Background: an optimization exercise with open tools, aiming at small area, a short achievable clock period and few clock cycles per item. Do not read the settings as production practice. No functional check of the RTL was part of any run shown here.

## flow/design.v (module list and top-level ports; edited modules follow where they fit)
// module fp_mul_pipe: 1913 lines
// module fp_mul_sched: 80 lines
// module fp_mul_sched_top: 33 lines
module fp_mul_sched_top (
    input  logic         clk,
    input  logic         reset_n,
    input  logic [3:0]   req_valid,
    input  logic [127:0] req_x,
    input  logic [127:0] req_y,
    output logic [3:0]   req_ready,
    output logic         res_valid,
    input  logic         res_ready,
    output logic [1:0]   res_id,
    output logic [31:0]  res_data,
    output logic [4:0]   res_flags,
    output logic         busy
);
  // ...
==> flow/flow/run.sh <==
#!/bin/bash
# Layout flow: the standard flow (standard.sh) with two changes after synthesis:
# the port buffers are the small sky130_fd_sc_hd__buf_1 instead of the delay cell
# buffer_ports picks by default, and timing repair may swap a cell for one with a
# different footprint (MATCH_CELL_FOOTPRINT=0), so those buffers can be resized.
# Synthesis is the standard one, unchanged. Each step's output goes to its own log here.
set -uo pipefail
bash standard.sh synth > synth.log 2>&1 || exit 1
bash standard.sh "BUFFER_PORTS_ARGS=-buffer_cell sky130_fd_sc_hd__buf_1" MATCH_CELL_FOOTPRINT=0 finish > layout.log 2>&1 || exit 1
==> flow/standard.sh <==
#!/bin/bash
# synth_recipe.tcl (not shown) runs the flow's synth.tcl, then flattens the netlist and writes it again
# the make line also repeats each setting of config.mk as NAME=value (left out here)
make -C /OpenROAD-flow-scripts/flow DESIGN_CONFIG=/design/flow/config.mk WORK_HOME=/design/flow/orfs CLKGATE_MAP_FILE= SYNTH_SCRIPT=/design/flow/synth_recipe.tcl "${@:-finish}"
==> flow/config.mk <==
export PLATFORM = sky130hd
export DESIGN_NAME = fp_mul_sched_top
export DESIGN_NICKNAME = fp_mul_sched_top
export VERILOG_FILES = /design/flow/design.v
export SDC_FILE = /design/flow/constraint.sdc
export NUM_CORES = 4
export LEC_CHECK = 0
export CAP_MARGIN = 20
export CORE_MARGIN = 2
export CORE_UTILIZATION = 40
export SETUP_SLACK_MARGIN = 3.5
export SLEW_MARGIN = 20
==> flow/constraint.sdc <==
create_clock -name core_clock -period 10.5 [get_ports {clk}]
set_input_delay 2.1000 -clock core_clock [delete_from_list [all_inputs] [get_ports {clk}]]
set_output_delay 2.1000 -clock core_clock [all_outputs]
set_load 0.01 [all_outputs]
==> results.ini, run 1 <==
[run_status]
status=timing/DRC/antenna clean

[clock_network]
clock_latency_ns=0.41
postCtsHoldBufs=0

[synthesis]
yosysWarnings=2
synth_top_family_by_area=adder cells
synth_xor_area_share_pct=13.73
muxShareOfSynthArea_pct=1.584
synthSimpleGateAreaFrac_pct=8.345

[sta]
postLayoutSetupSlackWorst_ns=3.533
slew_violations=0

[placed_design]
hpwl_mm=57.30

[die]
rows=83

[critical_path]
ff2ff_path_depth=20
crit_chain=buf_4 > a21oi_2 > o211a_4 > buf_12 > buf_4 > a32o_1 > a221oi_4 > inv_1 > ha_4 > buf_4 > a22oi_1 > xnor2_1 > ha_1 > fa_1 > inv_1 > fa_1 > inv_1 > ha_1 > and4_1 > a221oi_1 > o21ai_1
required_ns=10.64

[cells_and_area]
nets=3257
fin_util_pct=49.02
drive_above_1_share_pct=14.59

[detailed_routing]
routed_wl_mm=80.53
vias_per_cell=6.016

[global_routing]
grt.busiest_layer=met2

==> run 2: changes to the inputs <==
--- a/flow/design.v
+++ b/flow/design.v
@@ -1912,17 +1912,434 @@
             unf0_q <= unf0_c;
             unf1_q <= unf1_c;
             ovf0_q <= ovf0_c;
             ovf1_q <= ovf1_c;
             lcq    <= lowsum[12];
         end
     end
     logic [47:12] prod;
-    assign prod = {mq[70], mq[68], mq[66], mq[64], mq[62], mq[60], mq[58], mq[56], mq[54], mq[52], mq[50], mq[48], mq[46], mq[44], mq[42], mq[40], mq[38], mq[36], mq[34], mq[32], mq[30], mq[28], mq[26], mq[24], mq[22], mq[20], mq[18], mq[16], mq[14], mq[12], mq[10], mq[8], mq[6], mq[4], mq[2], mq[0]} + {mq[71], mq[69], mq[67], mq[65], mq[63], mq[61], mq[59], mq[57], mq[55], mq[53], mq[51], mq[49], mq[47], mq[45], mq[43], mq[41], mq[39], mq[37], mq[35], mq[33], mq[31], mq[29], mq[27], mq[25], mq[23], mq[21], mq[19], mq[17], mq[15], mq[13], mq[11], mq[9], mq[7], mq[5], mq[3], mq[1]} + lcq;
+    logic [36:0] pg, pp_;   
+    logic [35:0] hp;
+    assign pg[0] = lcq;
+    assign pp_[0] = 1'b0;
+    assign hp[0] = mq[0] ^ mq[1];
+    assign pg[1] = mq[0] & mq[1];
+    assign pp_[1] = mq[0] | mq[1];
+    assign hp[1] = mq[2] ^ mq[3];
+    assign pg[2] = mq[2] & mq[3];
+    assign pp_[2] = mq[2] | mq[3];
+    assign hp[2] = mq[4] ^ mq[5];
+    assign pg[3] = mq[4] & mq[5];
+    assign pp_[3] = mq[4] | mq[5];
+    assign hp[3] = mq[6] ^ mq[7];
+    assign pg[4] = mq[6] & mq[7];
+    assign pp_[4] = mq[6] | mq[7];
+    assign hp[4] = mq[8] ^ mq[9];
+    assign pg[5] = mq[8] & mq[9];
+    assign pp_[5] = mq[8] | mq[9];
+    assign hp[5] = mq[10] ^ mq[11];
+    assign pg[6] = mq[10] & mq[11];
+    assign pp_[6] = mq[10] | mq[11];
+    assign hp[6] = mq[12] ^ mq[13];
+    assign pg[7] = mq[12] & mq[13];
+    assign pp_[7] = mq[12] | mq[13];
+    assign hp[7] = mq[14] ^ mq[15];
+    assign pg[8] = mq[14] & mq[15];
+    assign pp_[8] = mq[14] | mq[15];
+    assign hp[8] = mq[16] ^ mq[17];
+    assign pg[9] = mq[16] & mq[17];
+    assign pp_[9] = mq[16] | mq[17];
+    assign hp[9] = mq[18] ^ mq[19];
+    assign pg[10] = mq[18] & mq[19];
+    assign pp_[10] = mq[18] | mq[19];
+    assign hp[10] = mq[20] ^ mq[21];
+    assign pg[11] = mq[20] & mq[21];
+    assign pp_[11] = mq[20] | mq[21];
+    assign hp[11] = mq[22] ^ mq[23];
+    assign pg[12] = mq[22] & mq[23];
+    assign pp_[12] = mq[22] | mq[23];
+    assign hp[12] = mq[24] ^ mq[25];
+    assign pg[13] = mq[24] & mq[25];
+    assign pp_[13] = mq[24] | mq[25];
+    assign hp[13] = mq[26] ^ mq[27];
+    assign pg[14] = mq[26] & mq[27];
+    assign pp_[14] = mq[26] | mq[27];
+    assign hp[14] = mq[28] ^ mq[29];
+    assign pg[15] = mq[28] & mq[29];
+    assign pp_[15] = mq[28] | mq[29];
+    assign hp[15] = mq[30] ^ mq[31];
+    assign pg[16] = mq[30] & mq[31];
+    assign pp_[16] = mq[30] | mq[31];
+    assign hp[16] = mq[32] ^ mq[33];
+    assign pg[17] = mq[32] & mq[33];
+    assign pp_[17] = mq[32] | mq[33];
+    assign hp[17] = mq[34] ^ mq[35];
+    assign pg[18] = mq[34] & mq[35];
+    assign pp_[18] = mq[34] | mq[35];
+    assign hp[18] = mq[36] ^ mq[37];
+    assign pg[19] = mq[36] & mq[37];
+    assign pp_[19] = mq[36] | mq[37];
+    assign hp[19] = mq[38] ^ mq[39];
+    assign pg[20] = mq[38] & mq[39];
+    assign pp_[20] = mq[38] | mq[39];
+    assign hp[20] = mq[40] ^ mq[41];
+    assign pg[21] = mq[40] & mq[41];
+    assign pp_[21] = mq[40] | mq[41];
+    assign hp[21] = mq[42] ^ mq[43];
+    assign pg[22] = mq[42] & mq[43];
+    assign pp_[22] = mq[42] | mq[43];
+    assign hp[22] = mq[44] ^ mq[45];
+    assign pg[23] = mq[44] & mq[45];
+    assign pp_[23] = mq[44] | mq[45];
+    assign hp[23] = mq[46] ^ mq[47];
+    assign pg[24] = mq[46] & mq[47];
+    assign pp_[24] = mq[46] | mq[47];
+    assign hp[24] = mq[48] ^ mq[49];
+    assign pg[25] = mq[48] & mq[49];
+    assign pp_[25] = mq[48] | mq[49];
+    assign hp[25] = mq[50] ^ mq[51];
+    assign pg[26] = mq[50] & mq[51];
+    assign pp_[26] = mq[50] | mq[51];
+    assign hp[26] = mq[52] ^ mq[53];
+    assign pg[27] = mq[52] & mq[53];
+    assign pp_[27] = mq[52] | mq[53];
+    assign hp[27] = mq[54] ^ mq[55];
+    assign pg[28] = mq[54] & mq[55];
+    assign pp_[28] = mq[54] | mq[55];
+    assign hp[28] = mq[56] ^ mq[57];
+    assign pg[29] = mq[56] & mq[57];
+    assign pp_[29] = mq[56] | mq[57];
+    assign hp[29] = mq[58] ^ mq[59];
+    assign pg[30] = mq[58] & mq[59];
+    assign pp_[30] = mq[58] | mq[59];
+    assign hp[30] = mq[60] ^ mq[61];
+    assign pg[31] = mq[60] & mq[61];
+    assign pp_[31] = mq[60] | mq[61];
+    assign hp[31] = mq[62] ^ mq[63];
+    assign pg[32] = mq[62] & mq[63];
+    assign pp_[32] = mq[62] | mq[63];
+    assign hp[32] = mq[64] ^ mq[65];
+    assign pg[33] = mq[64] & mq[65];
+    assign pp_[33] = mq[64] | mq[65];
+    assign hp[33] = mq[66] ^ mq[67];
+    assign pg[34] = mq[66] & mq[67];
+    assign pp_[34] = mq[66] | mq[67];
+    assign hp[34] = mq[68] ^ mq[69];
+    assign pg[35] = mq[68] & mq[69];
+    assign pp_[35] = mq[68] | mq[69];
+    assign hp[35] = mq[70] ^ mq[71];
+    assign pg[36] = mq[70] & mq[71];
+    assign pp_[36] = mq[70] | mq[71];
+    logic cg1, cp1;
+    assign cg1 = pg[1] | (pp_[1] & pg[0]);
+    assign cp1 = pp_[1] & pp_[0];
+    logic cg2, cp2;
+    assign cg2 = pg[3] | (pp_[3] & pg[2]);
+    assign cp2 = pp_[3] & pp_[2];
+    logic cg3, cp3;
+    assign cg3 = pg[5] | (pp_[5] & pg[4]);
+    assign cp3 = pp_[5] & pp_[4];
+    logic cg4, cp4;
+    assign cg4 = pg[7] | (pp_[7] & pg[6]);
+    assign cp4 = pp_[7] & pp_[6];
+    logic cg5, cp5;
+    assign cg5 = pg[9] | (pp_[9] & pg[8]);
+    assign cp5 = pp_[9] & pp_[8];
+    logic cg6, cp6;
+    assign cg6 = pg[11] | (pp_[11] & pg[10]);
+    assign cp6 = pp_[11] & pp_[10];
+    logic cg7, cp7;
+    assign cg7 = pg[13] | (pp_[13] & pg[12]);
+    assign cp7 = pp_[13] & pp_[12];
+    logic cg8, cp8;
+    assign cg8 = pg[15] | (pp_[15] & pg[14]);
+    assign cp8 = pp_[15] & pp_[14];
+    logic cg9, cp9;
+    assign cg9 = pg[17] | (pp_[17] & pg[16]);
+    assign cp9 = pp_[17] & pp_[16];
+    logic cg10, cp10;
+    assign cg10 = pg[19] | (pp_[19] & pg[18]);
+    assign cp10 = pp_[19] & pp_[18];
+    logic cg11, cp11;
+    assign cg11 = pg[21] | (pp_[21] & pg[20]);
+    assign cp11 = pp_[21] & pp_[20];
+    logic cg12, cp12;
+    assign cg12 = pg[23] | (pp_[23] & pg[22]);
+    assign cp12 = pp_[23] & pp_[22];
+    logic cg13, cp13;
+    assign cg13 = pg[25] | (pp_[25] & pg[24]);
+    assign cp13 = pp_[25] & pp_[24];
+    logic cg14, cp14;
+    assign cg14 = pg[27] | (pp_[27] & pg[26]);
+    assign cp14 = pp_[27] & pp_[26];
+    logic cg15, cp15;
+    assign cg15 = pg[29] | (pp_[29] & pg[28]);
+    assign cp15 = pp_[29] & pp_[28];
+    logic cg16, cp16;
+    assign cg16 = pg[31] | (pp_[31] & pg[30]);
+    assign cp16 = pp_[31] & pp_[30];
+    logic cg17, cp17;
+    assign cg17 = pg[33] | (pp_[33] & pg[32]);
+    assign cp17 = pp_[33] & pp_[32];
+    logic cg18, cp18;
+    assign cg18 = pg[35] | (pp_[35] & pg[34]);
+    assign cp18 = pp_[35] & pp_[34];
+    logic cg19, cp19;
+    assign cg19 = pg[2] | (pp_[2] & cg1);
+    assign cp19 = pp_[2] & cp1;
+    logic cg20, cp20;
+    assign cg20 = cg2 | (cp2 & cg1);
+    assign cp20 = cp2 & cp1;
+    logic cg21, cp21;
+    assign cg21 = pg[6] | (pp_[6] & cg3);
+    assign cp21 = pp_[6] & cp3;
+    logic cg22, cp22;
+    assign cg22 = cg4 | (cp4 & cg3);
+    assign cp22 = cp4 & cp3;
+    logic cg23, cp23;
+    assign cg23 = pg[10] | (pp_[10] & cg5);
+    assign cp23 = pp_[10] & cp5;
+    logic cg24, cp24;
+    assign cg24 = cg6 | (cp6 & cg5);
+    assign cp24 = cp6 & cp5;
+    logic cg25, cp25;
+    assign cg25 = pg[14] | (pp_[14] & cg7);
+    assign cp25 = pp_[14] & cp7;
+    logic cg26, cp26;
+    assign cg26 = cg8 | (cp8 & cg7);
+    assign cp26 = cp8 & cp7;
+    logic cg27, cp27;
+    assign cg27 = pg[18] | (pp_[18] & cg9);
+    assign cp27 = pp_[18] & cp9;
+    logic cg28, cp28;
+    assign cg28 = cg10 | (cp10 & cg9);
+    assign cp28 = cp10 & cp9;
+    logic cg29, cp29;
+    assign cg29 = pg[22] | (pp_[22] & cg11);
+    assign cp29 = pp_[22] & cp11;
+    logic cg30, cp30;
+    assign cg30 = cg12 | (cp12 & cg11);
+    assign cp30 = cp12 & cp11;
+    logic cg31, cp31;
+    assign cg31 = pg[26] | (pp_[26] & cg13);
+    assign cp31 = pp_[26] & cp13;
+    logic cg32, cp32;
+    assign cg32 = cg14 | (cp14 & cg13);
+    assign cp32 = cp14 & cp13;
+    logic cg33, cp33;
+    assign cg33 = pg[30] | (pp_[30] & cg15);
+    assign cp33 = pp_[30] & cp15;
+    logic cg34, cp34;
+    assign cg34 = cg16 | (cp16 & cg15);
+    assign cp34 = cp16 & cp15;
+    logic cg35, cp35;
+    assign cg35 = pg[34] | (pp_[34] & cg17);
+    assign cp35 = pp_[34] & cp17;
+    logic cg36, cp36;
+    assign cg36 = cg18 | (cp18 & cg17);
+    assign cp36 = cp18 & cp17;
+    logic cg37, cp37;
+    assign cg37 = pg[4] | (pp_[4] & cg20);
+    assign cp37 = pp_[4] & cp20;
+    logic cg38, cp38;
+    assign cg38 = cg3 | (cp3 & cg20);
+    assign cp38 = cp3 & cp20;
+    logic cg39, cp39;
+    assign cg39 = cg21 | (cp21 & cg20);
+    assign cp39 = cp21 & cp20;
+    logic cg40, cp40;
+    assign cg40 = cg22 | (cp22 & cg20);
+    assign cp40 = cp22 & cp20;
+    logic cg41, cp41;
+    assign cg41 = pg[12] | (pp_[12] & cg24);
+    assign cp41 = pp_[12] & cp24;
+    logic cg42, cp42;
+    assign cg42 = cg7 | (cp7 & cg24);
+    assign cp42 = cp7 & cp24;
+    logic cg43, cp43;
+    assign cg43 = cg25 | (cp25 & cg24);
+    assign cp43 = cp25 & cp24;
+    logic cg44, cp44;
+    assign cg44 = cg26 | (cp26 & cg24);
+    assign cp44 = cp26 & cp24;
+    logic cg45, cp45;
+    assign cg45 = pg[20] | (pp_[20] & cg28);
+    assign cp45 = pp_[20] & cp28;
+    logic cg46, cp46;
+    assign cg46 = cg11 | (cp11 & cg28);
+    assign cp46 = cp11 & cp28;
+    logic cg47, cp47;
+    assign cg47 = cg29 | (cp29 & cg28);
+    assign cp47 = cp29 & cp28;
+    logic cg48, cp48;
+    assign cg48 = cg30 | (cp30 & cg28);
+    assign cp48 = cp30 & cp28;
+    logic cg49, cp49;
+    assign cg49 = pg[28] | (pp_[28] & cg32);
+    assign cp49 = pp_[28] & cp32;
+    logic cg50, cp50;
+    assign cg50 = cg15 | (cp15 & cg32);
+    assign cp50 = cp15 & cp32;
+    logic cg51, cp51;
+    assign cg51 = cg33 | (cp33 & cg32);
+    assign cp51 = cp33 & cp32;
+    logic cg52, cp52;
+    assign cg52 = cg34 | (cp34 & cg32);
+    assign cp52 = cp34 & cp32;
+    logic cg53, cp53;
+    assign cg53 = pg[36] | (pp_[36] & cg36);
+    assign cp53 = pp_[36] & cp36;
+    logic cg54, cp54;
+    assign cg54 = pg[8] | (pp_[8] & cg40);
+    assign cp54 = pp_[8] & cp40;
+    logic cg55, cp55;
+    assign cg55 = cg5 | (cp5 & cg40);
+    assign cp55 = cp5 & cp40;
+    logic cg56, cp56;
+    assign cg56 = cg23 | (cp23 & cg40);
+    assign cp56 = cp23 & cp40;
+    logic cg57, cp57;
+    assign cg57 = cg24 | (cp24 & cg40);
+    assign cp57 = cp24 & cp40;
+    logic cg58, cp58;
+    assign cg58 = cg41 | (cp41 & cg40);
+    assign cp58 = cp41 & cp40;
+    logic cg59, cp59;
+    assign cg59 = cg42 | (cp42 & cg40);
+    assign cp59 = cp42 & cp40;
+    logic cg60, cp60;
+    assign cg60 = cg43 | (cp43 & cg40);
+    assign cp60 = cp43 & cp40;
+    logic cg61, cp61;
+    assign cg61 = cg44 | (cp44 & cg40);
+    assign cp61 = cp44 & cp40;
+    logic cg62, cp62;
+    assign cg62 = pg[24] | (pp_[24] & cg48);
+    assign cp62 = pp_[24] & cp48;
+    logic cg63, cp63;
+    assign cg63 = cg13 | (cp13 & cg48);
+    assign cp63 = cp13 & cp48;
+    logic cg64, cp64;
+    assign cg64 = cg31 | (cp31 & cg48);
+    assign cp64 = cp31 & cp48;
+    logic cg65, cp65;
+    assign cg65 = cg32 | (cp32 & cg48);
+    assign cp65 = cp32 & cp48;
+    logic cg66, cp66;
+    assign cg66 = cg49 | (cp49 & cg48);
+    assign cp66 = cp49 & cp48;
+    logic cg67, cp67;
+    assign cg67 = cg50 | (cp50 & cg48);
+    assign cp67 = cp50 & cp48;
+    logic cg68, cp68;
+    assign cg68 = cg51 | (cp51 & cg48);
+    assign cp68 = cp51 & cp48;
+    logic cg69, cp69;
+    assign cg69 = cg52 | (cp52 & cg48);
+    assign cp69 = cp52 & cp48;
+    logic cg70, cp70;
+    assign cg70 = pg[16] | (pp_[16] & cg61);
+    assign cp70 = pp_[16] & cp61;
+    logic cg71, cp71;
+    assign cg71 = cg9 | (cp9 & cg61);
+    assign cp71 = cp9 & cp61;
+    logic cg72, cp72;
+    assign cg72 = cg27 | (cp27 & cg61);
+    assign cp72 = cp27 & cp61;
+    logic cg73, cp73;
+    assign cg73 = cg28 | (cp28 & cg61);
+    assign cp73 = cp28 & cp61;
+    logic cg74, cp74;
+    assign cg74 = cg45 | (cp45 & cg61);
+    assign cp74 = cp45 & cp61;
+    logic cg75, cp75;
+    assign cg75 = cg46 | (cp46 & cg61);
+    assign cp75 = cp46 & cp61;
+    logic cg76, cp76;
+    assign cg76 = cg47 | (cp47 & cg61);
+    assign cp76 = cp47 & cp61;
+    logic cg77, cp77;
+    assign cg77 = cg48 | (cp48 & cg61);
+    assign cp77 = cp48 & cp61;
+    logic cg78, cp78;
+    assign cg78 = cg62 | (cp62 & cg61);
+    assign cp78 = cp62 & cp61;
+    logic cg79, cp79;
+    assign cg79 = cg63 | (cp63 & cg61);
+    assign cp79 = cp63 & cp61;
+    logic cg80, cp80;
+    assign cg80 = cg64 | (cp64 & cg61);
+    assign cp80 = cp64 & cp61;
+    logic cg81, cp81;
+    assign cg81 = cg65 | (cp65 & cg61);
+    assign cp81 = cp65 & cp61;
+    logic cg82, cp82;
+    assign cg82 = cg66 | (cp66 & cg61);
+    assign cp82 = cp66 & cp61;
+    logic cg83, cp83;
+    assign cg83 = cg67 | (cp67 & cg61);
+    assign cp83 = cp67 & cp61;
+    logic cg84, cp84;
+    assign cg84 = cg68 | (cp68 & cg61);
+    assign cp84 = cp68 & cp61;
+    logic cg85, cp85;
+    assign cg85 = cg69 | (cp69 & cg61);
+    assign cp85 = cp69 & cp61;
+    logic cg86, cp86;
+    assign cg86 = pg[32] | (pp_[32] & cg85);
+    assign cp86 = pp_[32] & cp85;
+    logic cg87, cp87;
+    assign cg87 = cg17 | (cp17 & cg85);
+    assign cp87 = cp17 & cp85;
+    logic cg88, cp88;
+    assign cg88 = cg35 | (cp35 & cg85);
+    assign cp88 = cp35 & cp85;
+    logic cg89, cp89;
+    assign cg89 = cg36 | (cp36 & cg85);
+    assign cp89 = cp36 & cp85;
+    logic cg90, cp90;
+    assign cg90 = cg53 | (cp53 & cg85);
+    assign cp90 = cp53 & cp85;
+    assign prod[12] = hp[0] ^ pg[0];
+    assign prod[13] = hp[1] ^ cg1;
+    assign prod[14] = hp[2] ^ cg19;
+    assign prod[15] = hp[3] ^ cg20;
+    assign prod[16] = hp[4] ^ cg37;
+    assign prod[17] = hp[5] ^ cg38;
+    assign prod[18] = hp[6] ^ cg39;
+    assign prod[19] = hp[7] ^ cg40;
+    assign prod[20] = hp[8] ^ cg54;
+    assign prod[21] = hp[9] ^ cg55;
+    assign prod[22] = hp[10] ^ cg56;
+    assign prod[23] = hp[11] ^ cg57;
+    assign prod[24] = hp[12] ^ cg58;
+    assign prod[25] = hp[13] ^ cg59;
+    assign prod[26] = hp[14] ^ cg60;
+    assign prod[27] = hp[15] ^ cg61;
+    assign prod[28] = hp[16] ^ cg70;
+    assign prod[29] = hp[17] ^ cg71;
+    assign prod[30] = hp[18] ^ cg72;
+    assign prod[31] = hp[19] ^ cg73;
+    assign prod[32] = hp[20] ^ cg74;
+    assign prod[33] = hp[21] ^ cg75;
+    assign prod[34] = hp[22] ^ cg76;
+    assign prod[35] = hp[23] ^ cg77;
+    assign prod[36] = hp[24] ^ cg78;
+    assign prod[37] = hp[25] ^ cg79;
+    assign prod[38] = hp[26] ^ cg80;
+    assign prod[39] = hp[27] ^ cg81;
+    assign prod[40] = hp[28] ^ cg82;
+    assign prod[41] = hp[29] ^ cg83;
+    assign prod[42] = hp[30] ^ cg84;
+    assign prod[43] = hp[31] ^ cg85;
+    assign prod[44] = hp[32] ^ cg86;
+    assign prod[45] = hp[33] ^ cg87;
+    assign prod[46] = hp[34] ^ cg88;
+    assign prod[47] = hp[35] ^ cg89;
     logic        norm, unf, ovf, kill;
     logic [7:0]  e0p1, e;
     logic [22:0] man;
     always_comb begin
         norm    = prod[47];
         e0p1    = e0_q + 8'd1;
         e       = norm ? e0p1 : e0_q;
         man     = norm ? prod[46:24] : prod[45:23];
==> flow/config.mk (replaced) <==
export PLATFORM = sky130hd
export DESIGN_NAME = fp_mul_sched_top
export DESIGN_NICKNAME = fp_mul_sched_top
export VERILOG_FILES = /design/flow/design.v
export SDC_FILE = /design/flow/constraint.sdc
export NUM_CORES = 4
export LEC_CHECK = 0
export CAP_MARGIN = 20
export CORE_MARGIN = 2
export CORE_UTILIZATION = 40
export SETUP_SLACK_MARGIN = 3.0
export SLEW_MARGIN = 20
==> run 2 against run 1 <==
Still clean on timing, DRC and antenna. Non-clock buffer count fell by 106. Critical endpoint is now u_sched.u_mul.mq[39]. Utilization fell by 2.6 points.
==> results.ini, run 2 <==
[die]
io_pins=308  ; unchanged
rows=82  ; was 83
core_area_sq_mm=0.05007  ; was 0.05141 sq mm
die_area_sq_mm=0.05252  ; was 0.05398 sq mm
initial_utilization_pct=40.51  ; was 40.57%
die_x_um=229.2  ; was 232.3 um
die_y_um=229.2  ; was 232.3 um

[cells_and_area]
nets=3150  ; was 3257
largest_reg_flops=72  ; unchanged
final_cell_mix=inv_1 (379), buf_1 (304), a22oi_1 (250), fa_1 (248), xnor2_1 (247)  ; was inv_1 (331), buf_1 (303), xnor2_1 (258), a22oi_1 (234), fa_1 (231)
regMostFlops=u_sched.u_mul.mq  ; unchanged
drive_above_1_share_pct=8.641  ; was 14.59%
syn_to_final_growth_pct=14.63  ; was 20.83%
reg_top3=u_sched.u_mul.mq: 72 flops, u_sched.u_mul.e0_q: 8 flops  ; unchanged
final_common_cell=inv_1  ; unchanged
nFillCells=4957  ; was 4868

[detailed_routing]
dr.pass1.iters=9  ; was 8
postRouteAntennaNets=0  ; unchanged
routed_wl_mm=74.11  ; was 80.53 mm
vias=18583  ; was 20014
post_drt_wl_per_cell_um=23.19  ; was 24.20 um
drc=0  ; unchanged
vias_per_cell=5.814  ; was 6.016
drt_iter0_markers=2022  ; was 2407

[synthesis]
synth_cell_types=80  ; was 93
syn_avg_cell_area_sq_um=8.966  ; was 9.127 sq um
synthTopCellsByCount=inv_1 (380), a22oi_1 (250), fa_1 (248)  ; was inv_1 (337), xnor2_1 (262), a22oi_1 (247)
synthTopCellsByArea=fa_1 (24%), edfxtp_1 (13%), xnor2_1 (11%)  ; unchanged
synth_adder_area_share_pct=31.99  ; was 30.19%
postSynth.asyncResetShare_pct=3.191  ; unchanged
synth_top_family_by_area=adder cells  ; unchanged
muxShareOfSynthArea_pct=1.474  ; was 1.584%
synth-seq-cells=94  ; unchanged
syn_inst=2262  ; was 2285
yosysWarnings=2  ; unchanged
synthSimpleGateAreaFrac_pct=7.927  ; was 8.345%
synth_xor_area_share_pct=13.95  ; was 13.73%
synth_compound_gate_area_share_pct=20.02  ; was 22.37%
yosysMostFrequentCell=inv_1  ; unchanged
yosys.area.top_type=fa_1  ; unchanged
syn_area_sq_mm=0.02028  ; was 0.02086 sq mm
ys_seq_area_share_pct=13.86  ; was 13.47%
yosysTopAreaCellShare_pct=24.48  ; was 23.61%
synth_ff_type=edfxtp_1  ; unchanged
synth-edff-count=91  ; unchanged
syn_nets=2894  ; was 2902

[global_routing]
grt_pass1_wl_mm=111.2  ; was 119.0 mm
gr-total-overflow=0  ; unchanged
grt_usage_pct=27.38  ; was 29.04%
grt_max_degree=64  ; was 73
grt_pass1_vias=18960  ; was 19864
antenna_found_initial=2  ; unchanged

[critical_path]
crit_arrival_ns=7.58  ; was 7.11 ns
cpPeakStageDelay_ns=0.58  ; was 0.52 ns
cpMostUsedCell=fa_1
endpoint_kind=flip-flop  ; unchanged
ff2ff_path_depth=19  ; was 20
r2r_setup_slack_ns=4.29  ; was 4.60 ns
crit_path_top_delay_cell=a222oi_1  ; was fa_1
crit_chain=buf_1 > nor2_2 > a21oi_1 > o22ai_2 > and2_4 > buf_8 > a222oi_1 > nand2_1 > buf_4 > ha_1 > nor2_4 > buf_4 > xnor2_1 > ha_1 > inv_1 > fa_1 > fa_1 > fa_1 > inv_1 > fa_1  ; was buf_4 > a21oi_2 > o211a_4 > buf_12 > buf_4 > a32o_1 > a221oi_4 > inv_1 > ha_4 > buf_4 > a22oi_1 > xnor2_1 > ha_1 > fa_1 > inv_1 > fa_1 > inv_1 > ha_1 > and4_1 > a221oi_1 > o21ai_1
required_ns=10.65  ; was 10.64 ns
cp-start-kind=primary input  ; unchanged
criticalPathCategory=in -> reg  ; unchanged
worstPathMaxFanout=45  ; was 25

[clock_network]
cts_made_buffers=9  ; unchanged
postCtsHoldBufs=0  ; unchanged
htree_levels=3  ; unchanged
clock_latency_ns=0.41  ; about the same
cts_tree=done  ; unchanged
cts_root_buffer=clkbuf_16  ; unchanged
clockBufferDepth=2  ; unchanged
cts_sinks=94  ; unchanged
clk_pin_slew_ns=0.08  ; was 0.09 ns

[sta]
timing.hold.ws_ns=0.6178  ; was 0.6228 ns
setup_viol=0  ; unchanged
relSlewSlack_pct=37.63  ; was 38.64%
slew_violations=0  ; unchanged
setup_tns_ns=0  ; unchanged
period_share_pct=70.81  ; was 66.35%
rsz0062_at_grt=true  ; unchanged
fmax_mhz=134.5  ; was 143.5 MHz
period_needed_ns=7.435  ; was 6.967 ns
hold_viol_final=0  ; unchanged
tightest_slew_ns=0.9270  ; was 0.9204 ns
finClkSkew_ns=0.01595  ; was 0.02545 ns

[job]
maxCapViolations=0  ; unchanged

[placed_design]
hpwl_mm=54.69  ; was 57.30 mm
port_buffers=307  ; unchanged
gp_congestion=0.9695  ; was 0.9535

[min_path]
hold_depth=2  ; unchanged
hp-class=reg -> reg  ; unchanged

[run_status]
status=timing/DRC/antenna clean  ; unchanged

[run 2: per-layer routing]
layer / vias up / track usage [%] / wire (um)
met5: - / 0 / 13
met4: 2 / 13.62 / 3661
met2: 1050 / 44.28 / 34270
li1: 8202 / - / -
met1: 9145 / 35.23 / 29740
met3: 184 / 5.017 / 6417
[run 2: stage by stage]
step | cells | instance area [sq um] | util (%) | worst slack [ns]
after floorplan | 2262 | 20300 | - | 2.994
after global placement | 3121 | 22020 | 43.99 | 1.486
after detailed placement | 3122 | 22040 | 44.02 | 1.559
after CTS | 3168 | 22830 | 45.59 | 2.882
after global routing | 3196 | 23250 | 46.44 | 2.946
final | 3196 | 23250 | 46.44 | 3.065
[run 2: critical path, delay by kind of cell]
| kind | cells | cell delay, ns |
|---|---|---|
| XOR/XNOR | 1 | 0.18 |
| AND/OR/NAND/NOR | 4 | 0.89 |
| buffers and inverters | 6 | 1.14 |
| AO/OA/AOI/OAI | 3 | 0.92 |
| adder cells (fa/ha/maj) | 6 | 2.32 |
[run 2: logic make-up (layout without fill, tap and decap cells)]
family / after synthesis / after routing
compound gates: 545 / 546
xor+xnor: 323 / 323
fa+ha+maj: 370 / 370
buf+inv: 562 / 818
flops: 94 / 94
mux: 29 / 31
other cells: 0 / 1
simple gates: 339 / 341
[run 2: final cells by class]
type                    instances  area [sq um]  area share [%]
clock inverters                 7         72.57          0.3121
flip-flops and latches         94          2810           12.09
multi-input cells            1611         15660           67.34
diodes                          1         2.502         0.01076
inverters                     387          1471           6.329
well taps                     672         840.8           3.616
clock buffers                   9         225.2          0.9687
repair buffers                415          2171           9.337
[run 2: final timing paths]
path                                         to              start
hold / removal                u_sched.last_q[0]  u_sched.last_q[0]
hold reg to reg               u_sched.last_q[0]  u_sched.last_q[0]
min in group asynchronous         u_sched.vld_q            reset_n
setup reg to reg           u_sched.u_mul.mq[39]  u_sched.last_q[1]
setup / recovery           u_sched.u_mul.mq[39]       req_valid[0]
max in group asynchronous     u_sched.last_q[0]            reset_n
[run 2: what timing repair did]
action | 4_1_cts | 5_1_grt
buffers inserted | 28 | 22
pin swaps | 8 | 10
gates cloned | 2 | 5
setup endpoints to repair | 58 | 40
resized for setup | 40 | 44
==> run 3: changes to the inputs <==
--- a/flow/config.mk
+++ b/flow/config.mk
@@ -12 +12,2 @@
 export SLEW_MARGIN = 20
+export TNS_END_PERCENT = 20
==> run 3 against run 2 <==
Count of clock-buffer cells in the layout unchanged. Fmax up 0.97%. Synthesized area unchanged. Hold slack worse by 0.0030 ns. Still clean on timing, DRC and antenna. Clock skew about the same. Final cell count about the same. Sequential share of layout area about the same. Critical path depth down 1.
==> results.ini, run 3 <==
[critical_path]
cp-endpoint=u_sched.u_mul.mq[39]  ; unchanged
required_ns=10.65  ; about the same
r2r_setup_slack_ns=4.37  ; was 4.29 ns
ff2ff_path_depth=21  ; was 19
criticalPathCategory=in -> reg  ; unchanged
r2r-end=u_sched.u_mul.mq[33]  ; was u_sched.u_mul.mq[39]
crit_arrival_ns=7.51  ; was 7.58 ns
worstPathMaxFanout=22  ; was 45
r2r_start=u_sched.last_q[1]  ; unchanged
endpoint_kind=flip-flop  ; unchanged
startpoint=req_valid[1]  ; was req_valid[0]
cp-start-kind=primary input  ; unchanged

[clock_network]
clk_pin_slew_ns=0.08  ; about the same
clock_latency_ns=0.41  ; about the same
cts_tree=done  ; unchanged
cts_sinks=94  ; unchanged
cts_made_buffers=9  ; unchanged
htree_levels=3  ; unchanged
cts_root_buffer=clkbuf_16  ; unchanged
postCtsHoldBufs=0  ; unchanged
clockBufferDepth=2  ; unchanged

[detailed_routing]
drt_iter0_markers=2134  ; was 2022
drc=0  ; unchanged
post_drt_wl_per_cell_um=23.14  ; was 23.19 um
postRouteAntennaNets=0  ; unchanged
vias_per_cell=5.819  ; was 5.814
vias=18593  ; was 18583
dr.pass1.iters=8  ; was 9
routed_wl_mm=73.93  ; was 74.11 mm

[min_path]
hp-class=reg -> reg  ; unchanged

[die]
rows=82  ; unchanged
die_area_sq_mm=0.05252  ; unchanged
initial_utilization_pct=40.51  ; unchanged
die_y_um=229.2  ; unchanged
core_area_sq_mm=0.05007  ; unchanged
die_x_um=229.2  ; unchanged
io_pins=308  ; unchanged

[cells_and_area]
largest_reg_flops=72  ; unchanged
final_cell_mix=inv_1 (379), buf_1 (304), a22oi_1 (250), fa_1 (248), xnor2_1 (247)  ; unchanged
layoutNonFillerInstCount=3195  ; was 3196
regMostFlops=u_sched.u_mul.mq  ; unchanged
syn_to_final_growth_pct=14.65  ; was 14.63%
nets=3149  ; was 3150
final_common_cell=inv_1  ; unchanged
reg_top3=u_sched.u_mul.mq: 72 flops, u_sched.u_mul.e0_q: 8 flops  ; unchanged
drive_above_1_share_pct=8.565  ; was 8.641%

[synthesis]
syn_inst=2262  ; unchanged
synth-seq-cells=94  ; unchanged
syn_area_sq_mm=0.02028  ; unchanged
yosysMostFrequentCell=inv_1  ; unchanged
synthTopCellsByArea=fa_1 (24%), edfxtp_1 (13%), xnor2_1 (11%)  ; unchanged
synth-edff-count=91  ; unchanged
syn_avg_cell_area_sq_um=8.966  ; unchanged
ys_seq_area_share_pct=13.86  ; unchanged
synth_cell_types=80  ; unchanged
yosysWarnings=2  ; unchanged
synthTopCellsByCount=inv_1 (380), a22oi_1 (250), fa_1 (248)  ; unchanged
yosys.area.top_type=fa_1  ; unchanged
synth_ff_type=edfxtp_1  ; unchanged
syn_nets=2894  ; unchanged
yosysTopAreaCellShare_pct=24.48  ; unchanged
postSynth.asyncResetShare_pct=3.191  ; unchanged

[global_routing]
grt_pass1_vias=18934  ; was 18960
gr-total-overflow=0  ; unchanged
use_met3_pct=4.905  ; was 5.017%
grtUsageMet1_pct=35.27  ; was 35.23%
antenna_found_initial=2  ; unchanged
grt.busiest_layer=met2  ; unchanged
met2_usage_pct=44.34  ; was 44.28%
grt_max_degree=64  ; unchanged
grt_usage_pct=27.35  ; was 27.38%
grt_pass1_wl_mm=111.0  ; was 111.2 mm

[run_status]
status=timing/DRC/antenna clean  ; unchanged

[job]
maxCapViolations=0  ; unchanged

[sta]
period_needed_ns=7.364  ; was 7.435 ns
setup_viol=0  ; unchanged
tightest_slew_ns=0.9131  ; was 0.9270 ns
setup_tns_ns=0  ; unchanged
slew_violations=0  ; unchanged
relSlewSlack_pct=38.57  ; was 37.63%
period_share_pct=70.13  ; was 70.81%
fmax_mhz=135.8  ; was 134.5 MHz
rsz0062_at_grt=true  ; unchanged
finClkSkew_ns=0.01618  ; was 0.01595 ns
hold_viol_final=0  ; unchanged

[placed_design]
gp_congestion=0.9695  ; unchanged
port_buffers=307  ; unchanged
dp.cells=3122  ; unchanged
hpwl_mm=54.69  ; unchanged

-- run 3: cells by family after synthesis --
| family | count (synthesis) | share of synthesized area (%) |
|---|---|---|
| AOI/OAI and AO/OA | 545 | 20.02 |
| xor gates and xnor gates | 323 | 13.95 |
| adders and majority gates | 370 | 31.99 |
| buffers and inverters | 562 | 10.78 |
| DFF | 94 | 13.86 |
| muxes | 29 | 1.474 |
| and+or+nand+nor | 339 | 7.927 |
-- run 3: critical path, stage by stage --
cell and delay, ns:
clkbuf_2 0.17, nand2b_1 0.14, a21oi_4 0.30, nor2_4 0.05, buf_4 0.22, buf_4 0.20, a222oi_1 0.46, nand2_1 0.25
ha_1 0.30, nor2_4 0.49, buf_4 0.41, xnor2_1 0.18, ha_1 0.26, inv_1 0.08, fa_1 0.43, fa_1 0.44
fa_1 0.52, inv_1 0.05, fa_1 0.43
-- run 3: worst min path at each step --
stage / slack (ns) / start / cells after the start / to
after CTS: 0.57 / u_sched.last_q[0] / 2 / u_sched.last_q[0]
after global placement: 0.52 / u_sched.last_q[0] / 2 / u_sched.last_q[0]
after detailed placement: 0.56 / u_sched.last_q[0] / 2 / u_sched.last_q[0]
final: 0.61 / u_sched.last_q[0] / 2 / u_sched.last_q[0]
after global routing: 0.63 / u_sched.last_q[0] / 2 / u_sched.last_q[0]
after floorplan: 0.49 / u_sched.last_q[0] / 2 / u_sched.last_q[0]
-- run 3: what timing repair did --
item,in CTS,in global routing
resized for setup,38,45
cloned,2,5
setup buffers,26,23
endpoints found under the setup margin,58,42
pin swaps,8,11
-- run 3: area by class of cell --
type | count | area, sq um
repair buffers | 414 | 2176
inverters | 387 | 1471
clock buffers | 9 | 225.2
flip-flops and latches | 94 | 2810
multi-input cells | 1611 | 15650
diodes | 1 | 2.502
clock inverters | 7 | 72.57
fillers | 4964 | 26820
well taps | 672 | 840.8
-- run 3: layer usage --
metal | up-vias | part of all wire [%]
met5 | - | 0.018
met4 | 2 | 4.9
met3 | 210 | 9.2
met2 | 1105 | 46
met1 | 9076 | 40
li1 | 8200 | -
-- run 3: through the flow --
step	area [sq um]	utilization (%)	hold WS, ns	worst slack [ns]
2_1_floorplan	20300	-	0.4904	2.994
3_3_place_gp	22020	43.99	0.5205	1.486
3_5_place_dp	22040	44.02	0.5608	1.559
4_1_cts	22810	45.55	0.5690	2.882
5_1_grt	23250	46.44	0.6318	2.958
6_report	23250	46.44	0.6148	3.136
==> run 4: changes to the inputs <==
--- a/flow/config.mk
+++ b/flow/config.mk
@@ -9,5 +9,4 @@
 export CORE_MARGIN = 2
-export CORE_UTILIZATION = 40
+export CORE_UTILIZATION = 60
 export SETUP_SLACK_MARGIN = 3.0
 export SLEW_MARGIN = 20
-export TNS_END_PERCENT = 20
==> run 4 against run 3 <==
Count of clock-buffer cells in the layout up 1. Still clean. Critical path depth down 3.
==> results.ini, run 4 <==
[placed_design]
port_buffers=307  ; unchanged
gp_congestion=1.008  ; was 0.9695
dp_slack_ns=1.834  ; was 1.559 ns
hpwl_mm=57.30  ; was 54.69 mm

[detailed_routing]
dr.pass1.iters=8  ; unchanged
vias=19348  ; was 18593
vias_per_cell=6.525  ; was 5.819
post_drt_wl_per_cell_um=26.13  ; was 23.14 um
drc=0  ; unchanged
routed_wl_mm=77.48  ; was 73.93 mm
postRouteAntennaNets=0  ; unchanged
drt_iter0_markers=2800  ; was 2134

[critical_path]
startpoint=req_valid[3]  ; was req_valid[1]
cpMostUsedCell=fa_1  ; unchanged
r2r_start=u_sched.last_q[1]  ; unchanged
worstPathMaxFanout=38  ; was 22
crit_chain=clkbuf_2 > nor2_1 > a21oi_1 > o22ai_1 > and2_2 > buf_12 > a222oi_1 > nand2_2 > xnor2_1 > a21oi_1 > fa_1 > fa_1 > fa_1 > fa_1 > inv_1 > fa_1  ; was clkbuf_2 > nand2b_1 > a21oi_4 > nor2_4 > buf_4 > buf_4 > a222oi_1 > nand2_1 > ha_1 > nor2_4 > buf_4 > xnor2_1 > ha_1 > inv_1 > fa_1 > fa_1 > fa_1 > inv_1 > fa_1
cp-start-kind=primary input  ; unchanged
cpPeakStageDelay_ns=0.62  ; was 0.52 ns
endpoint_kind=flip-flop  ; unchanged
criticalPathCategory=in -> reg  ; unchanged
required_ns=10.63  ; was 10.65 ns
crit_path_top_delay_cell=nand2_2  ; was fa_1
crit_arrival_ns=7.56  ; was 7.51 ns

[sta]
period_needed_ns=7.432  ; was 7.364 ns
setup_tns_ns=0  ; unchanged
relSlewSlack_pct=23.42  ; was 38.57%
finClkSkew_ns=0.01073  ; was 0.01618 ns
setup_viol=0  ; unchanged
period_share_pct=70.78  ; was 70.13%
slew_violations=0  ; unchanged
fmax_mhz=134.6  ; was 135.8 MHz
rsz0062_at_grt=true  ; unchanged
tightest_slew_ns=1.149  ; was 0.9131 ns
postLayoutSetupSlackWorst_ns=3.068  ; was 3.136 ns
hold_viol_final=0  ; unchanged

[synthesis]
syn_nets=2894  ; unchanged
synth_ff_type=edfxtp_1  ; unchanged
synthTopCellsByCount=inv_1 (380), a22oi_1 (250), fa_1 (248)  ; unchanged
postSynth.asyncResetShare_pct=3.191  ; unchanged
syn_inst=2262  ; unchanged
synth-seq-cells=94  ; unchanged
yosysWarnings=2  ; unchanged
ys_seq_area_share_pct=13.86  ; unchanged
synthTopCellsByArea=fa_1 (24%), edfxtp_1 (13%), xnor2_1 (11%)  ; unchanged
yosysMostFrequentCell=inv_1  ; unchanged
synth_cell_types=80  ; unchanged
syn_avg_cell_area_sq_um=8.966  ; unchanged
yosysTopAreaCellShare_pct=24.48  ; unchanged
yosys.area.top_type=fa_1  ; unchanged
synth-edff-count=91  ; unchanged
syn_area_sq_mm=0.02028  ; unchanged

[min_path]
hp-class=reg -> reg  ; unchanged
min-delay-start=u_sched.last_q[0]  ; unchanged

[global_routing]
grt_usage_pct=43.23  ; was 27.35%
gr-total-overflow=0  ; unchanged
grt_pass1_wl_mm=114.3  ; was 111.0 mm
antenna_found_initial=16  ; was 2
grt_pass1_vias=18764  ; was 18934
grt_max_degree=57  ; was 64

[cells_and_area]
largest_reg_flops=72  ; unchanged
regMostFlops=u_sched.u_mul.mq  ; unchanged
reg_top3=u_sched.u_mul.mq: 72 flops, u_sched.u_mul.e0_q: 8 flops  ; unchanged
drive_above_1_share_pct=7.794  ; was 8.565%
nets=3129  ; was 3149
nFillCells=2792  ; was 4964
syn_to_final_growth_pct=12.44  ; was 14.65%
final_common_cell=inv_1  ; unchanged
seqCellArea_sq_mm=0.002810  ; unchanged
multiInputGateArea_sq_mm=0.01566  ; was 0.01565 sq mm
final_cell_mix=inv_1 (379), buf_1 (305), a22oi_1 (249), fa_1 (248), xnor2_1 (246)  ; was inv_1 (379), buf_1 (304), a22oi_1 (250), fa_1 (248), xnor2_1 (247)

[die]
io_pins=308  ; unchanged
core_area_sq_mm=0.03345  ; was 0.05007 sq mm
die_x_um=187.9  ; was 229.2 um
die_area_sq_mm=0.03529  ; was 0.05252 sq mm
initial_utilization_pct=60.64  ; was 40.51%
rows=67  ; was 82
die_y_um=187.9  ; was 229.2 um

[clock_network]
clockBufferDepth=2  ; unchanged
htree_levels=3  ; unchanged
cts_tree=done  ; unchanged
postCtsHoldBufs=0  ; unchanged
cts_sinks=94  ; unchanged
clock_latency_ns=0.39  ; was 0.41 ns
clk_pin_slew_ns=0.08  ; about the same
cts_made_buffers=9  ; unchanged
cts_root_buffer=clkbuf_16  ; unchanged

[run_status]
status=timing/DRC/antenna clean  ; unchanged

[job]
maxCapViolations=0  ; unchanged

-- run 4: repair_timing --
action | 4_1_cts | 5_1_grt
cloned | 2 | 4
resized for setup | 36 | 44
setup endpoints to repair | 54 | 38
hold endpoints to repair | 0 | 0
buffers inserted | 17 | 16
pin swaps | 4 | 8
-- run 4: path summary, 6_finish.rpt --
| path | end | slack [ns] | depth (start not counted) |
|---|---|---|---|
| max in group asynchronous | u_sched.last_q[1] | 8.70 | 1 |
| min reg2reg | u_sched.last_q[0] | 0.55 | 2 |
| max reg2reg | u_sched.u_mul.mq[29] | 4.37 | 17 |
| min | u_sched.last_q[0] | 0.55 | 2 |
| min in group asynchronous | u_sched.vld_q | 1.53 | 1 |
| max | u_sched.u_mul.mq[25] | 3.07 | 16 |
-- run 4: kinds of logic (layout without fill, tap and decap cells) --
family,Yosys count,in the layout,synth area share [%]
other,0,15,0
multiplexers,29,31,1.474
buffers and inverters,562,796,10.78
XOR/XNOR,323,323,13.95
adder cells (fa/ha/maj),370,370,31.99
flip-flops,94,94,13.86
AND/OR/NAND/NOR,339,343,7.927
AO/OA/AOI/OAI,545,545,20.02
-- run 4: metrics by stage --
| stage | instance area (sq um) | utilization [%] | hold WS [ns] | std cells |
|---|---|---|---|---|
| after floorplan | 20300 | - | 0.4904 | 2262 |
| final | 22810 | 68.18 | 0.5504 | 2965 |
| after global placement | 21730 | 64.96 | 0.5107 | 2895 |
| after CTS | 22410 | 66.99 | 0.5329 | 2930 |
| after detailed placement | 21730 | 64.96 | 0.5194 | 2895 |
| after global routing | 22800 | 68.17 | 0.5681 | 2963 |
-- run 4: routing by layer --
metal,part of all wire (%),up-vias,track usage [%],routed length (um)
li1,-,8179,-,-
met1,37,9376,55.38,28330
met2,44,1459,67.71,34290
met3,12,326,10.33,9646
met4,6.6,8,23.83,5134
met5,0.097,-,0.5495,75
-- run 4: critical path, delay by kind of cell --
family / cells / cell delay (ns)
buffers and inverters: 3 / 0.44
adder cells (fa/ha/maj): 5 / 2.43
XOR/XNOR: 1 / 0.32
AND/OR/NAND/NOR: 3 / 0.98
AO/OA/AOI/OAI: 4 / 1.28
-- run 4: layout make-up --
class,count,area share [%]
Antenna cell,15,0.1646
Timing Repair Buffer,393,8.531
Inverter,387,6.457
Clock buffer,10,1.004
Tap cell,448,2.458
Multi-Input combinational cell,1612,68.65
Sequential cell,94,12.32
Clock inverter,6,0.4115

## re-timing with driven ports
In the flow no input, the clock included, has a driving cell. The finished layouts below were timed again as built, in two steps. Step 1 sets driving cells, clkbuf_16 on the clock port and buf_2 on the other inputs (assumed; they add their load-dependent delay and slew). Step 2 moves the port delays by t, midway between the first and last clock arrival at a register: inputs arrive t later, outputs are due t later. That takes back most of the time a late clock gives input paths. Slacks: ideal / step 1 / step 2; pairs: ideal / step 1.
| run | t, ns | setup WS [ns] | worst setup path after step 2 | worst data-port slew with drivers (ns) | cell pins on the clock port's net |
|---|---|---|---|---|---|
| run 1 | 0.447 | 3.533 / 3.556 / 3.110 | input to register | 0.08 | 1 |
| run 2 | 0.452 | 3.065 / 3.030 / 2.578 | input to register | 0.11 | 1 |
| run 3 | 0.450 | 3.136 / 3.082 / 2.632 | input to register | 0.10 | 1 |
| run 4 | 0.441 | 3.068 / 3.104 / 2.663 | input to register | 0.15 | 1 |
After both steps every run listed still meets setup and hold. For run 3, which loses most, drivers alone change the setup slack by -0.054 ns; drivers and shift together by -0.504 ns.
